What follows belongs to an exercise in optimizing a design on an open flow for small area, a short achievable clock period and few clock cycles per item; a production flow would make more cautious choices.
Function was checked by simulation only, so behaviour that the tests miss may differ from the original.
Power and IR drop assume default switching activity.

== north ==
Design crypt_machine, start of the top module:
module crypt_machine #(
    parameter int data_in_w = 32,
    parameter int rounds    = 32
) (
    input  logic                  clk,
    input  logic                  resetn,
    input  logic [data_in_w-1:0]  data_in,
    input  logic                  go,
    input  logic                  decrypt,
    output logic                  done,
    output tea_pkg::word_t        display
);
    logic            s_load;       
    logic            s_load_rel;   
    logic            s_wait_op;    
    logic            s_run;        
    logic            s_wait_dec;   
    logic            s_wait_clr;   
    logic            s_clr_rel;    
    logic            s_start;      
    logic            op_dec;       
    logic            running;      
    logic [2:0]      widx;
    logic            dec;        
    logic [6:0]      t;          
    tea_pkg::word_t  p, q;
    tea_pkg::word_t  r0, r1, r2, r3;
    tea_pkg::word_t  g;          
    logic            cin;
    tea_pkg::word_t  s;          
    logic press_enc, press_dec;
    assign press_enc = s_wait_op && go;
    assign press_dec = (s_wait_op && !go && decrypt) || (s_wait_dec && decrypt);
    logic start_enc, start_dec, start;
    assign start     = s_start;
    assign start_enc = s_start && !op_dec;
    assign start_dec = s_start && op_dec;
    logic last;
    assign last = running && t[6];
    tea_pkg::word_t nw;
    logic           ovf;
    assign {ovf, nw} = tea_pkg::add32(p, g, cin);
  ...
export LEC_CHECK = 0
export CAP_MARGIN = 20
export CORE_MARGIN = 2
export CORE_UTILIZATION = 50
export CTS_CLUSTER_DIAMETER = 100
export CTS_CLUSTER_SIZE = 24
export PLACE_DENSITY = 0.7
export SLEW_MARGIN = 20
create_clock -name core_clock -period 12.0 [get_ports {clk}]
standard.sh (not shown) runs the stock make flow with config.mk's settings and CLKGATE_MAP_FILE= SYNTH_SCRIPT=/design/flow/synth_recipe.tcl, a recipe that flattens the netlist after the stock synthesis.
==> flow/flow/run.sh <==
#!/bin/bash
set -euo pipefail
export SETUP_SLACK_MARGIN=8.4
export BUFFER_PORTS_ARGS="-buffer_cell sky130_fd_sc_hd__buf_4"
bash standard.sh MATCH_CELL_FOOTPRINT=0 finish > standard.log 2>&1
Testbench counts of north, summed over its fixed seeds: cycles 7,848, ops 96.
### north -> south
Settings: ABC_AREA: unset -> 1.
==> flow/flow/run.sh <==
#!/bin/bash
set -euo pipefail
export SETUP_SLACK_MARGIN=8.1
export BUFFER_PORTS_ARGS="-buffer_cell sky130_fd_sc_hd__buf_4"
bash standard.sh MATCH_CELL_FOOTPRINT=0 finish > standard.log 2>&1
Results
Timing, DRC, antenna: 0 failures across south and north
Sequential share of layout area sits lower in south than in north.
Netlist area before placement (south vs. north) increases by a few percent
Changes observed in south relative to north: total power per unit cell area went down, total number of placement rows moved up.
Summary — final critical-path setup slack, south relative to north: lower, by 0.082 ns.
Time the final worst path needs with I/O delays and setup, south and north: lower on north
Relative to north, the final-layout clock-cell area share of south is lower by 0.16 points.
Relative to south, the following input files were edited for east:
==> flow/flow/run.sh <==
#!/bin/bash
set -euo pipefail
export SETUP_SLACK_MARGIN=8.3
export BUFFER_PORTS_ARGS="-buffer_cell sky130_fd_sc_hd__buf_4"
bash standard.sh MATCH_CELL_FOOTPRINT=0 finish > standard.log 2>&1
--- outcome ---
Run comparison: east worst setup path startpoint done$_SDFF_PN0_; south worst setup path startpoint dec$_SDFFCE_PN1P_
Diff east..south | wire length | negligible
The cell with the largest stage delay on the worst path comes out sky130_fd_sc_hd__dfxtp_1 in one run and sky130_fd_sc_hd__clkinv_2 in the other, namely in east and south respectively.
Changes observed in east relative to south: maximum frequency saw an increase, setup slack saw an increase.
Between south and east, the difference in fraction of power spent switching nets is negligible.
Compared with south, in east area of placed instances flat, register share of the cell area essentially unchanged, final area flat, number of cells traversed by the worst hold path essentially unchanged.
Total number of clock tree sinks came out exactly the same in south and east.
The number of gates on the worst path with buffers counted of east is lower than that of south.
## Diff of input files: west against east
Settings: removing ABC_AREA (formerly 1).
Findings:
Max-slew violation count: west vs east identical
Register-to-register slack in west is 0.14 ns lower than in east
west vs. east: maximum fanout along the worst path moved up, maximum achievable frequency moved down, critical path depth moved up, routed wire length moved down.
The lower number of nets in the synthesized netlist of west and east is in west.
The following lists how middle was set up differently from west:
==> flow/flow/run.sh <==
#!/bin/bash
set -euo pipefail
export SETUP_SLACK_MARGIN=8.2
export BUFFER_PORTS_ARGS="-buffer_cell sky130_fd_sc_hd__buf_4"
bash standard.sh MATCH_CELL_FOOTPRINT=0 finish > standard.log 2>&1
Notes after the runs:
- Clock buffer count in the final layout: middle lower than west
- When middle is set beside west, its final period demand of the worst path turns out to be 0.089 ns larger.
- Looking at sequential share of layout area across west and middle, the one that comes out lower is west.
- There was hardly any difference in sequential cell area fraction in the yosys report between west and middle.
- | overall power after layout | higher: middle |
- Diff west and middle: setup slack after layout lower in middle

-- afterwards: timing with drivers on the ports --
The flow's constraints put no driver on any port. The routed layouts listed below were extracted and timed again, unchanged, in two steps. Step 1 sets driving cells, clkbuf_16 on the clock port and buf_2 on the other inputs (assumed; they add their load-dependent delay and slew). Step 2, shift: input delay + t, output delay - t, t = (earliest + latest rising clock arrival at the registers) / 2. This alone moves slack from input paths to output paths. a / b / c = ideal / step 1 / step 2; a / b = the first two.
run | shift t [ns] | setup slack, ns | worst register clock-pin slew, ns
north | 0.579 | 8.474 / 8.474 / 8.078 | 0.10 / 0.10
south | 0.582 | 8.393 / 8.393 / 8.016 | 0.10 / 0.10
east | 0.583 | 8.455 / 8.402 / 8.021 | 0.10 / 0.10
west | 0.571 | 8.384 / 8.384 / 7.980 | 0.10 / 0.10
middle | 0.578 | 8.295 / 8.325 / 7.747 | 0.11 / 0.11
After both steps every run listed still meets setup and hold. The setup slack of middle, which loses most, moves by +0.030 ns with the drivers and by -0.548 ns with both steps.
